Context: an optimization exercise on an open-source flow, tuned for a short achievable clock period and few clock cycles per item. The choices shown serve that exercise and are no tape-out recipe. The RTL of this run was laid out without a check of its function. No activity file was given, so power comes from the tool's default toggle rates.

==> design/flow/design.v <==
`default_nettype none
package rv_isa_pkg;
    typedef enum logic [4:0] {
        LOAD      = 5'b00000,
        LOAD_FP   = 5'b00001,
        MISC_MEM  = 5'b00011,
        OP_IMM    = 5'b00100,
        AUIPC     = 5'b00101,
        OP_IMM_32 = 5'b00110,
        STORE     = 5'b01000,
        STORE_FP  = 5'b01001,
        AMO       = 5'b01011,
        OP        = 5'b01100,
        LUI       = 5'b01101,
        OP_32     = 5'b01110,
        MADD      = 5'b10000,
        MSUB      = 5'b10001,
        NMSUB     = 5'b10010,
        NMADD     = 5'b10011,
        OP_FP     = 5'b10100,
        BRANCH    = 5'b11000,
        JALR      = 5'b11001,
        JAL       = 5'b11011,
        SYSTEM    = 5'b11100
    } opcode_e;
    typedef logic [31:0] instr_t;
    typedef logic [15:0] half_t;     
    typedef logic [4:0]  reg_addr_t;
    typedef logic [2:0]  funct3_t;
    typedef logic [6:0]  funct7_t;
    typedef struct packed {
        logic i;
        logic u;
        logic s;
        logic r;
        logic r4;
        logic b;
        logic j;
    } instr_format_t;
endpackage
`default_nettype wire
`default_nettype none
package fe_pkg;
    typedef logic [63:0] addr_t;
    typedef logic [63:0] xword_t;
    typedef logic [4:0]  delta_t;     
    typedef logic [7:0]  bit_off_t;   
    localparam int SLOTS = 4;
    typedef struct packed {
        logic  valid;
        addr_t pc;
    } pc_req_t;
    typedef struct packed {
        logic   valid;
        delta_t delta;
    } pc_adv_t;
    typedef struct packed {
        logic                 valid;
        addr_t                pc;
        xword_t               data;
        bit_off_t [SLOTS:0]   offset;   
    } fetch_blk_t;
    typedef struct packed {
        logic   valid;
        addr_t  pc;
        logic [31:0] instr;
        logic   compressed;
    } slot_t;
    typedef struct packed {
        logic      valid;
        addr_t     pc;
        logic [4:0]  opcode;
        logic [2:0]  funct3;
        logic [6:0]  funct7;
        xword_t    imm;
        logic [4:0]  rs1;
        logic [4:0]  rs2;
        logic [4:0]  rd;
        logic      compressed;
        logic      illegal;
    } decoded_t;
endpackage
`default_nettype wire
`default_nettype none
module rvc_expand (
    input  rv_isa_pkg::instr_t parcel,
    output rv_isa_pkg::instr_t instr
);
    rv_isa_pkg::half_t     c;
    rv_isa_pkg::reg_addr_t r_hi;   
    rv_isa_pkg::reg_addr_t r_lo;   
    assign c    = parcel[15:0];
    assign r_hi = {2'b01, c[9:7]};
    assign r_lo = {2'b01, c[4:2]};
    always_comb begin
        if (parcel[1:0] == 2'b11) begin
            instr = parcel;
        end else begin
            case ({c[15:13], c[1:0]})
                5'b00000:   
                    if (c[12:5] == 8'd0)
                        instr = '0;
                    else
                        instr = {2'd0, c[10:7], c[12:11], c[5], c[6], 2'd0,
                                 5'd2, 3'b000, r_lo, rv_isa_pkg::OP_IMM, 2'b11};
                5'b01000:   
                    instr = {5'd0, c[5], c[12:10], c[6], 2'd0,
                             r_hi, 3'b010, r_lo, rv_isa_pkg::LOAD, 2'b11};
                5'b01100:   
                    instr = {4'd0, c[6:5], c[12:10], 3'd0,
                             r_hi, 3'b011, r_lo, rv_isa_pkg::LOAD, 2'b11};
                5'b11000:   
                    instr = {5'd0, c[5], c[12], r_lo, r_hi, 3'b010,
                             c[11:10], c[6], 2'd0, rv_isa_pkg::STORE, 2'b11};
                5'b11100:   
                    instr = {4'd0, c[6:5], c[12], r_lo, r_hi, 3'b011,
                             c[11:10], 3'd0, rv_isa_pkg::STORE, 2'b11};
                5'b00001:   
                    instr = {{7{c[12]}}, c[6:2], c[11:7], 3'b000, c[11:7], rv_isa_pkg::OP_IMM, 2'b11};
                5'b00101:   
                    instr = {{7{c[12]}}, c[6:2], c[11:7], 3'b000, c[11:7], rv_isa_pkg::OP_IMM_32, 2'b11};
                5'b01001:   
                    instr = {{7{c[12]}}, c[6:2], 5'd0, 3'b000, c[11:7], rv_isa_pkg::OP_IMM, 2'b11};
                5'b01101:
                    if ({c[12], c[6:2]} == 6'd0)
                        instr = '0;
                    else if (c[11:7] == 5'd2)   
                        instr = {{3{c[12]}}, c[4:3], c[5], c[2], c[6], 4'd0,
                                 5'd2, 3'b000, 5'd2, rv_isa_pkg::OP_IMM, 2'b11};
                    else   
                        instr = {{15{c[12]}}, c[6:2], c[11:7], rv_isa_pkg::LUI, 2'b11};
                5'b10001:
                    case (c[11:10])
                        2'b00, 2'b01:   
                            instr = {1'b0, c[10], 4'd0, c[12], c[6:2],
                                     r_hi, 3'b101, r_hi, rv_isa_pkg::OP_IMM, 2'b11};
                        2'b10:   
                            instr = {{7{c[12]}}, c[6:2], r_hi, 3'b111, r_hi, rv_isa_pkg::OP_IMM, 2'b11};
                        default:
                            case ({c[12], c[6:5]})
                                3'b000:  instr = {7'h20, r_lo, r_hi, 3'b000, r_hi, rv_isa_pkg::OP, 2'b11};
                                3'b001:  instr = {7'h00, r_lo, r_hi, 3'b100, r_hi, rv_isa_pkg::OP, 2'b11};
                                3'b010:  instr = {7'h00, r_lo, r_hi, 3'b110, r_hi, rv_isa_pkg::OP, 2'b11};
                                3'b011:  instr = {7'h00, r_lo, r_hi, 3'b111, r_hi, rv_isa_pkg::OP, 2'b11};
                                3'b100:  instr = {7'h20, r_lo, r_hi, 3'b000, r_hi, rv_isa_pkg::OP_32, 2'b11};
                                3'b101:  instr = {7'h00, r_lo, r_hi, 3'b000, r_hi, rv_isa_pkg::OP_32, 2'b11};
                                default: instr = '0;
                            endcase
                    endcase
                5'b10101:   
                    instr = {c[12], c[8], c[10:9], c[6], c[7], c[2], c[11], c[5:3],
                             c[12], {8{c[12]}}, 5'd0, rv_isa_pkg::JAL, 2'b11};
                5'b11001, 5'b11101:   
                    instr = {{4{c[12]}}, c[6:5], c[2], 5'd0, r_hi, 2'b00, c[13],
                             c[11:10], c[4:3], c[12], rv_isa_pkg::BRANCH, 2'b11};
                5'b00010:   
                    if ({c[12], c[6:2]} == 6'd0)
                        instr = '0;
                    else
                        instr = {6'd0, c[12], c[6:2], c[11:7], 3'b001, c[11:7], rv_isa_pkg::OP_IMM, 2'b11};
                5'b01010:   
                    instr = {4'd0, c[3:2], c[12], c[6:4], 2'd0, 5'd2, 3'b010, c[11:7], rv_isa_pkg::LOAD, 2'b11};
                5'b01110:   
                    instr = {3'd0, c[4:2], c[12], c[6:5], 3'd0, 5'd2, 3'b011, c[11:7], rv_isa_pkg::LOAD, 2'b11};
                5'b10010:
                    if (c[6:2] != 5'd0)   
                        instr = {7'd0, c[6:2], c[12] ? c[11:7] : 5'd0, 3'b000, c[11:7], rv_isa_pkg::OP, 2'b11};
                    else if (c[11:7] != 5'd0)   
                        instr = {12'd0, c[11:7], 3'b000, 4'd0, c[12], rv_isa_pkg::JALR, 2'b11};
                    else if (c[12])   
                        instr = {12'd1, 5'd0, 3'b000, 5'd0, rv_isa_pkg::SYSTEM, 2'b11};
                    else
                        instr = '0;
                5'b11010:   
                    instr = {4'd0, c[8:7], c[12], c[6:2], 5'd2, 3'b010, c[11:9], 2'd0, rv_isa_pkg::STORE, 2'b11};
                5'b11110:   
                    instr = {3'd0, c[9:7], c[12], c[6:2], 5'd2, 3'b011, c[11:10], 3'd0, rv_isa_pkg::STORE, 2'b11};
                default:
                    instr = '0;   
            endcase
        end
    end
endmodule
`default_nettype wire
`default_nettype none
module fe_pc #(
    parameter fe_pkg::addr_t RST_PC = 64'h400000
) (
    input  logic    clk,
    input  logic    rst,
    output fe_pkg::pc_req_t pc_req,
    input  logic    pc_take,
    input  fe_pkg::pc_adv_t pc_adv
);
    fe_pkg::addr_t pc;
    logic  valid;
    assign pc_req.valid = valid;
    assign pc_req.pc = pc;
    always_ff @(posedge clk) begin
        if (rst) begin
            pc    <= RST_PC;
            valid <= 1'b1;
        end else if (pc_take) begin
            if (pc_adv.valid) begin
                pc    <= pc + fe_pkg::addr_t'(pc_adv.delta);
                valid <= 1'b1;
            end else begin
                valid <= 1'b0;   
            end
        end
    end
endmodule
`default_nettype wire
`default_nettype none
module fe_fetch (
    input  logic       clk,
    input  logic       rst,
    input  fe_pkg::pc_req_t    pc_req,
    output logic       pc_take,
    output fe_pkg::pc_adv_t    pc_adv,
    output fe_pkg::fetch_blk_t blk,
    input  logic       blk_take,
    output logic       icache_req,
    output fe_pkg::addr_t      icache_addr,
    input  logic       icache_done,
    input  fe_pkg::xword_t     icache_data
);
    localparam int SLOTS = fe_pkg::SLOTS;
    logic                sent;
    logic                hold_blk;
    logic                hold_adv;
    fe_pkg::addr_t               req_pc;
    fe_pkg::xword_t              data_q;
    fe_pkg::xword_t              data;
    fe_pkg::bit_off_t [SLOTS:0]  off;
    fe_pkg::delta_t              delta;
    assign pc_take     = blk_take & ~(sent & ~icache_done) | ~pc_req.valid;
    assign icache_req  = pc_take & pc_req.valid;
    assign icache_addr = pc_req.pc;
    assign data        = icache_done ? icache_data : data_q;
    always_comb begin
        off[0] = '0;
        for (int k = 0; k < SLOTS; k++) begin
            off[k+1] = off[k] + ((data[off[k][5:0] +: 2] == 2'b11) ? 8'd32 : 8'd16);
        end
    end
    always_comb begin
        delta = '0;
        for (int k = 1; k <= SLOTS; k++) begin
            if (off[k] <= 8'd64)
                delta = off[k][7:3];
        end
    end
    assign blk.valid = icache_done | hold_blk;
    assign blk.pc = req_pc;
    assign blk.data = data;
    assign blk.offset = off;
    assign pc_adv.valid = icache_done | hold_adv;
    assign pc_adv.delta = delta;
    always_ff @(posedge clk) begin
        if (rst) begin
            sent     <= 1'b0;
            hold_blk <= 1'b0;
            hold_adv <= 1'b0;
        end else begin
            sent     <= icache_req | (sent & ~icache_done);
            hold_blk <= blk.valid & ~blk_take;
            hold_adv <= pc_adv.valid & ~pc_take;
        end
    end
    always_ff @(posedge clk) begin
        if (icache_req)
            req_pc <= pc_req.pc;
        if (icache_done)
            data_q <= icache_data;
    end
endmodule
`default_nettype wire
`default_nettype none
module fe_align (
    input  logic       clk,
    input  logic       rst,
    input  fe_pkg::fetch_blk_t blk,
    output logic       blk_take,
    output fe_pkg::slot_t      slot,
    input  logic       slot_take
);
    localparam int SLOTS = fe_pkg::SLOTS;
    fe_pkg::addr_t                   base;
    fe_pkg::bit_off_t [SLOTS-1:0]    off_q;
    rv_isa_pkg::instr_t   [SLOTS-1:0]    win;
    rv_isa_pkg::instr_t   [SLOTS-1:0]    exp_w;
    rv_isa_pkg::instr_t   [SLOTS-1:0]    instr_q;
    logic     [SLOTS-1:0]    cmp;
    logic     [SLOTS-1:0]    cmp_q;
    logic     [SLOTS-1:0]    mask_n;
    logic     [SLOTS-1:0]    mask_q;
    logic                    load;
    assign blk_take = slot_take & ~mask_q[1] | ~blk.valid;
    assign load     = blk_take & blk.valid;
    always_comb begin
        for (int k = 0; k < SLOTS; k++) begin
            win[k]    = rv_isa_pkg::instr_t'({32'd0, blk.data} >> blk.offset[k][5:0]);   
            cmp[k]    = win[k][1:0] != 2'b11;
            mask_n[k] = blk.offset[k+1] <= 8'd64;   
        end
    end
    for (genvar k = 0; k < SLOTS; k++) begin : g_exp
        rvc_expand u_exp (
            .parcel (win[k]),
            .instr  (exp_w[k])
        );
    end
    assign slot.valid = mask_q[0];
    assign slot.pc = base + fe_pkg::addr_t'(off_q[0][7:3]);
    assign slot.instr = instr_q[0];
    assign slot.compressed = cmp_q[0];
    always_ff @(posedge clk) begin
        if (rst)
            mask_q <= '0;
        else if (load)
            mask_q <= mask_n;
        else if (slot_take)
            mask_q <= mask_q >> 1;
    end
    always_ff @(posedge clk) begin
        if (load) begin
            base    <= blk.pc;
            off_q   <= blk.offset[SLOTS-1:0];
            instr_q <= exp_w;
            cmp_q   <= cmp;
        end else if (slot_take) begin
            off_q   <= {fe_pkg::bit_off_t'(0), off_q[SLOTS-1:1]};
            instr_q <= {rv_isa_pkg::instr_t'(0), instr_q[SLOTS-1:1]};
            cmp_q   <= cmp_q >> 1;
        end
    end
endmodule
`default_nettype wire
`default_nettype none
module fe_decode (
    input  logic     clk,
    input  logic     rst,
    input  fe_pkg::slot_t    slot,
    output logic     slot_take,
    output fe_pkg::decoded_t dec,
    input  logic     dec_ready
);
    rv_isa_pkg::instr_t        ir;
    rv_isa_pkg::opcode_e       opc;
    rv_isa_pkg::instr_format_t fmt;
    fe_pkg::xword_t        imm;
    rv_isa_pkg::reg_addr_t     rs1;
    rv_isa_pkg::reg_addr_t     rs2;
    rv_isa_pkg::reg_addr_t     rd;
    logic          ena;
    assign ir        = slot.instr;
    assign opc       = rv_isa_pkg::opcode_e'(ir[6:2]);
    assign ena       = dec_ready | ~dec.valid;
    assign slot_take = ena | ~slot.valid;
    always_comb begin
        fmt.i  = (opc == rv_isa_pkg::LOAD | opc == rv_isa_pkg::LOAD_FP | opc == rv_isa_pkg::MISC_MEM | opc == rv_isa_pkg::OP_IMM | opc == rv_isa_pkg::OP_IMM_32 | opc == rv_isa_pkg::JALR | opc == rv_isa_pkg::SYSTEM);
        fmt.u  = (opc == rv_isa_pkg::AUIPC | opc == rv_isa_pkg::LUI);
        fmt.s  = (opc == rv_isa_pkg::STORE | opc == rv_isa_pkg::STORE_FP);
        fmt.r  = (opc == rv_isa_pkg::AMO | opc == rv_isa_pkg::OP | opc == rv_isa_pkg::OP_32 | opc == rv_isa_pkg::OP_FP);
        fmt.r4 = (opc == rv_isa_pkg::MADD | opc == rv_isa_pkg::MSUB | opc == rv_isa_pkg::NMSUB | opc == rv_isa_pkg::NMADD);
        fmt.b  = opc == rv_isa_pkg::BRANCH;
        fmt.j  = opc == rv_isa_pkg::JAL;
    end
    always_comb begin
        imm = '0;
        if (fmt.i)
            imm = {{53{ir[31]}}, ir[30:20]};
        else if (fmt.u)
            imm = {{32{ir[31]}}, ir[31:12], 12'd0};
        else if (fmt.s)
            imm = {{53{ir[31]}}, ir[30:25], ir[11:7]};
        else if (fmt.b)
            imm = {{52{ir[31]}}, ir[7], ir[30:25], ir[11:8], 1'b0};
        else if (fmt.j)
            imm = {{44{ir[31]}}, ir[19:12], ir[20], ir[30:21], 1'b0};
    end
    assign rs1 = (opc == rv_isa_pkg::SYSTEM && ir[14]) ? '0 :
                 (fmt.i | fmt.s | fmt.r | fmt.r4 | fmt.b) ? ir[19:15] : '0;
    assign rs2 = (fmt.r | fmt.s | fmt.b) ? ir[24:20] : '0;
    assign rd  = (fmt.i | fmt.u | fmt.r | fmt.r4 | fmt.j) ? ir[11:7] : '0;
    always_ff @(posedge clk) begin
        if (rst)
            dec.valid <= 1'b0;
        else if (ena)
            dec.valid <= slot.valid;
        if (ena) begin
            dec.pc         <= slot.pc;
            dec.opcode     <= opc;
            dec.funct3     <= ir[14:12];
            dec.funct7     <= ir[31:25];
            dec.imm        <= imm;
            dec.rs1        <= rs1;
            dec.rs2        <= rs2;
            dec.rd         <= rd;
            dec.compressed <= slot.compressed;
            dec.illegal    <= ir[1:0] != 2'b11;
        end
    end
endmodule
`default_nettype wire
`default_nettype none
module rvfe_top #(
    parameter fe_pkg::addr_t RST_PC = 64'h400000
) (
    input  logic        clk,
    input  logic        rst,
    output logic        icache_req,
    output logic [63:0] icache_addr,
    input  logic        icache_done,
    input  logic [63:0] icache_data,
    output logic        dec_valid,
    output logic [63:0] dec_pc,
    output logic [4:0]  dec_opcode,
    output logic [2:0]  dec_funct3,
    output logic [6:0]  dec_funct7,
    output logic [63:0] dec_imm,
    output logic [4:0]  dec_rs1,
    output logic [4:0]  dec_rs2,
    output logic [4:0]  dec_rd,
    output logic        dec_compressed,
    output logic        dec_illegal,
    input  logic        dec_ready
);
    fe_pkg::pc_req_t    pc_req;
    logic       pc_take;
    fe_pkg::pc_adv_t    pc_adv;
    fe_pkg::fetch_blk_t blk;
    logic       blk_take;
    fe_pkg::slot_t      slot;
    logic       slot_take;
    fe_pkg::decoded_t   dec;
    assign dec_valid      = dec.valid;
    assign dec_pc         = dec.pc;
    assign dec_opcode     = dec.opcode;
    assign dec_funct3     = dec.funct3;
    assign dec_funct7     = dec.funct7;
    assign dec_imm        = dec.imm;
    assign dec_rs1        = dec.rs1;
    assign dec_rs2        = dec.rs2;
    assign dec_rd         = dec.rd;
    assign dec_compressed = dec.compressed;
    assign dec_illegal    = dec.illegal;
    fe_pc #(
        .RST_PC (RST_PC)
    ) u_pc (
        .clk     (clk),
        .rst     (rst),
        .pc_req  (pc_req),
        .pc_take (pc_take),
        .pc_adv  (pc_adv)
    );
    fe_fetch u_fetch (
        .clk         (clk),
        .rst         (rst),
        .pc_req      (pc_req),
        .pc_take     (pc_take),
        .pc_adv      (pc_adv),
        .blk         (blk),
        .blk_take    (blk_take),
        .icache_req  (icache_req),
        .icache_addr (icache_addr),
        .icache_done (icache_done),
        .icache_data (icache_data)
    );
    fe_align u_align (
        .clk       (clk),
        .rst       (rst),
        .blk       (blk),
        .blk_take  (blk_take),
        .slot      (slot),
        .slot_take (slot_take)
    );
    fe_decode u_decode (
        .clk       (clk),
        .rst       (rst),
        .slot      (slot),
        .slot_take (slot_take),
        .dec       (dec),
        .dec_ready (dec_ready)
    );
endmodule
`default_nettype wire
==> design/flow/run.sh <==
#!/bin/bash
# synth_recipe.tcl (not shown) runs the flow's synth.tcl, then flattens the netlist and writes it again
# the make line also repeats each setting of config.mk as NAME=value (left out here)
make -C /OpenROAD-flow-scripts/flow DESIGN_CONFIG=/design/flow/config.mk WORK_HOME=/design/flow/orfs CLKGATE_MAP_FILE= SYNTH_SCRIPT=/design/flow/synth_recipe.tcl finish
==> design/flow/config.mk <==
export PLATFORM = sky130hd
export DESIGN_NAME = rvfe_top
export DESIGN_NICKNAME = rvfe_top
export VERILOG_FILES = /design/flow/design.v
export SDC_FILE = /design/flow/constraint.sdc
export NUM_CORES = 4
export LEC_CHECK = 0
export CAP_MARGIN = 20
export CORE_MARGIN = 2
export CORE_UTILIZATION = 40
export PLACE_DENSITY = 0.6
export SLEW_MARGIN = 20
==> design/flow/constraint.sdc <==
create_clock -name core_clock -period 7.5 [get_ports {clk}]
set_input_delay 1.5000 -clock core_clock [delete_from_list [all_inputs] [get_ports {clk}]]
set_output_delay 1.5000 -clock core_clock [all_outputs]
set_load 0.01 [all_outputs]
==> summary.md <==
| Metric | Value |
|---|---|
| Status | `complete, no violations` |
| Yosys warnings | `5` |
| First-pass GRT wire length | `181000 um` |
| Total grt overflow | `0` |
| Worst Path Required | `between 8 and 9 ns` |
| Number of buffers created by CTS | `59` |
| Fmax | `0.142 GHz` |
| Slew HR | `27.6%` |
| Total GRT Usage | `32.7%` |
| Data arrival, critical path | `approximately 7.6 ns` |
| H-Tree Depth | `2` |
| DRT antenna net count | `0` |
| Vias per inst | `around 6.3` |
| Reg-to-reg slack, setup | `1.06 ns` |
| Post-synthesis sequential area ratio | `around half` |
| Pins Over Slew Limit | `0` |
| Layout area overhead | `21.5%` |
| CTS tree | `yes` |
| End of the critical path | `u_pc.pc[61]` |
| Largest stage delay on the critical path | `0.57 ns` |
| Core area | `around 73000 um^2` |
| Leakage power | `0.0131 uW` |
| Clock buffer depth | `3` |
| Setup TNS Final | `0 ns` |
| 1st-iter DRT viols | `between 3000 and 4000` |
| Mapped cell area | `about 29000 um^2` |
| Final hold violations | `0` |
| Setup violators final | `0` |
| Synth top area cells | `edfxtp_1 (41%), dfxtp_1 (9.6%), nor2_1 (3.6%)` |
| Mean Syn Cell Area | `10.3 um^2` |
| Avg WL per Cell | `about 30 um` |
| Final Cycle Share | `between 90% and 100%` |
| CTS Sinks | `541` |
| Endpoint class of the critical path | `register` |
| Clock root buffer | `clkbuf_16` |
| Worst-skew pair later-pin latency | `approximately 0.66 ns` |
| Core occupancy in the finished layout | `49.1%` |
| Total Nets Final | `roughly 3300` |
| Hold Path Class | `register to register` |
| Via count | `about 26000` |
| Area leader, netlist | `edfxtp_1` |
| Global placer's final weighted congestion | `1.01` |
| Postcts setup bufs | `0` |
| Vias in the first global route | `roughly 25000` |
| Post-synth EDFFs | `400` |
| Post-route DRC | `0` |
| Placed instance area | `about 34000 um^2` |
| Peak VDD IR | `0.295 mV` |
| Min Hold Slack | `roughly 0.42 ns` |
| Most frequent cells after synthesis | `edfxtp_1 (400), nor2_1 (282), nand2_1 (235), a21oi_1 (159), o21ai_0 (157)` |
| Ys async rst share | `0%` |
| Critical setup path kind | `input port to register` |
| Initial Utilization | `40.4%` |
| Count of non-filler cells in the finished layout | `between 4000 and 5000` |
| Post-layout minimum cycle time | `approximately 7 ns` |
| Die Span Y | `276 um` |
| DP HPWL | `97100 um` |
| Reg-to-Reg Start | `u_fetch.data_q[17]` |
| Delay-heaviest family, CP | `simple AND/OR/NAND/NOR gates` |
| Startpoint types | `input port` |
| FP Rows | `99` |
| Placed Cells | `4078` |
| Worst reg-to-reg path cell count | `27` |
| Max-cap viol count | `0` |
| Most common cell in the netlist | `edfxtp_1` |
| Synth top area share | `40.7%` |
| Die ar. | `roughly 76000 um^2` |
| Top FF cell, synth | `edfxtp_1` |
| IO buf count | `between 200 and 300` |
| Worst flop-to-flop path endpoint | `u_pc.pc[61]` |
| Pwr/cell area | `326 nW/um^2` |
| Worst-path maximum fanout | `6` |
| Setup Skew | `a little under 0.05 ns` |
| RSZ-0062 raised after global routing | `false` |
| Gate Count Post-Synth | `approximately 2900` |
| Synth unique cells | `119` |
| Drt pass-1 iters | `7` |
| Critical Path Stages | `27` |
| Buffers and inverters on the worst path | `5` |
| Share of cells above drive strength 1 | `12.3%` |
| Final Cell Area | `~36000 um^2` |
| HP Start | `u_fetch.req_pc[24]` |
| Ports | `294` |
| Largest net degree at the start of global routing | `95` |
| Setup crit start | `icache_data[32]` |
| WL final | `between 100000 and 150000 um` |
| Worst path slowest cell | `fa_1` |
| # resized after CTS | `0` |
| Die X | `between 200 and 300 um` |
| #FFs+latches synth | `between 500 and 600` |
| Clock slew at reported path FFs | `0.06 ns` |
| Cts hold-fix bufs | `0` |
| Initial antenna violation count | `4` |
| Slew @ Worst Pin | `around 1.1 ns` |
==> final cells by class <==
type	count	area, um^2
Sequential cell	541	14800
Fill cell	6621	37100
Clock buffer	83	1700
Antenna cell	1	2.50
Clock inverter	28	309
Timing Repair Buffer	434	3990
Tap cell	959	1200
Inverter	102	395
Multi-Input combinational cell	2042	13400
==> registers in the layout, indices dropped and copies added (netlist names) <==
register          cells
u_align.base         63
u_align.cmp_q         4
u_align.instr_q     128
u_align.mask_q        4
u_align.off_q        19
u_decode.dec        129
u_fetch.data_q       64
u_fetch.hold_adv      1
u_fetch.hold_blk      1
u_fetch.req_pc       63
u_fetch.sent          1
u_pc.pc              63
u_pc.valid            1
==> metal layers <==
metal	global-route usage (%)	vias to the layer above	share of wire (%)
met3	6.05	322	8.5
li1	-	11500	-
met2	51.2	1531	45
met1	44.2	13000	41
met4	14.8	2	5.1
met5	0	-	0.0063
==> worst min-delay path by stage <==
stage | cells past startpoint | slack [ns] | to
finish | 0 | 0.42 | u_align.base[24]
global route | 0 | 0.42 | u_align.base[5]
CTS | 0 | 0.42 | u_align.base[8]
detailed placement | 0 | 0.40 | u_align.base[24]
global placement | 0 | 0.40 | u_align.base[3]
floorplan | 0 | 0.40 | u_align.base[10]
==> report_power, final <==
part | internal [uW] | leakage, uW | switching [uW]
clock | 1730 | 0.000979 | 1240
combinational | 1630 | 0.00667 | 2610
sequential | 4060 | 0.00547 | 404
==> cells by family (layout without fill, tap and decap cells) <==
logic type                 count (synthesis)  after routing  synth area share (%)
other                                      1              4                0.0127
adders and majority gates                 17             17                 0.789
and+or+nand+nor                          984            984                  16.6
muxes                                    103            103                  4.71
buffers and inverters                    295            647                  4.90
AOI/OAI and AO/OA                        825            825                  19.4
xor gates and xnor gates                 110            110                  3.27
DFF                                      541            541                  50.3
==> cell usage in the layout (no fill, tap or decap), types with 42 or more instances in the layout <==
master / netlist / layout
clkbuf_16: 0 / 60
nand2_1: 235 / 235
a21oi_1: 159 / 157
xor2_1: 46 / 46
nor2_1: 282 / 276
mux2i_1: 56 / 53
o22ai_1: 47 / 47
nor3_1: 75 / 75
inv_1: 94 / 90
nand3_1: 101 / 100
xnor2_1: 64 / 63
buf_4: 40 / 142
a31oi_1: 56 / 56
clkdlybuf4s50_1: 0 / 290
dfxtp_1: 141 / 141
o21ai_0: 157 / 155
nand4_1: 42 / 42
edfxtp_1: 400 / 400
==> metrics by stage <==
step                      power [uW]  setup WS (ns)
after floorplan                 6730        0.00238
after global routing           12100          0.148
final                          11700          0.473
after detailed placement        8640         -0.124
after CTS                      11600          0.529
after global placement          8650         0.0206
==> worst register-to-register path: stages (launching register included) <==
cell,delay (ns)
dfxtp_1,0.64
nand3b_1,0.39
o22ai_1,0.32
o21ai_2,0.11
o21a_4,0.14
nand3_4,0.09
ha_4,0.13
inv_2,0.03
fa_1,0.57
inv_4,0.07
mux2i_4,0.18
nor2_2,0.29
buf_4,0.24
xnor2_4,0.13
ha_4,0.23
nor2_2,0.12
o22ai_1,0.08
a221o_1,0.36
buf_4,0.16
mux2i_1,0.13
fa_2,0.35
nor2b_1,0.16
o21ai_1,0.11
a21oi_1,0.18
and3_1,0.21
nand4_1,0.31
or3_1,0.50
a21oi_1,0.13

==> port drivers added, routing unchanged <==
In the flow no input, the clock included, has a driving cell. The finished layout below was timed again as built, in two steps. Step 1 assumes that a clkbuf_16 drives the clock port and a buf_2 every other input. Step 2 moves the port delays by t, midway between the first and last clock arrival at a register: inputs arrive t later, outputs are due t later. That takes back most of the time a late clock gives input paths. a / b / c = ideal / step 1 / step 2; a / b = the first two.
shift t [ns]: 0.696
setup WS [ns]: 0.473 / 0.513 / -0.183
worst setup path at the end: input to register
cell pins on the clock port's net: 1
With both steps, setup timing fails in this run, where it was met with ideal ports. The setup slack of this run moves by +0.040 ns with the drivers and by -0.656 ns with both steps.
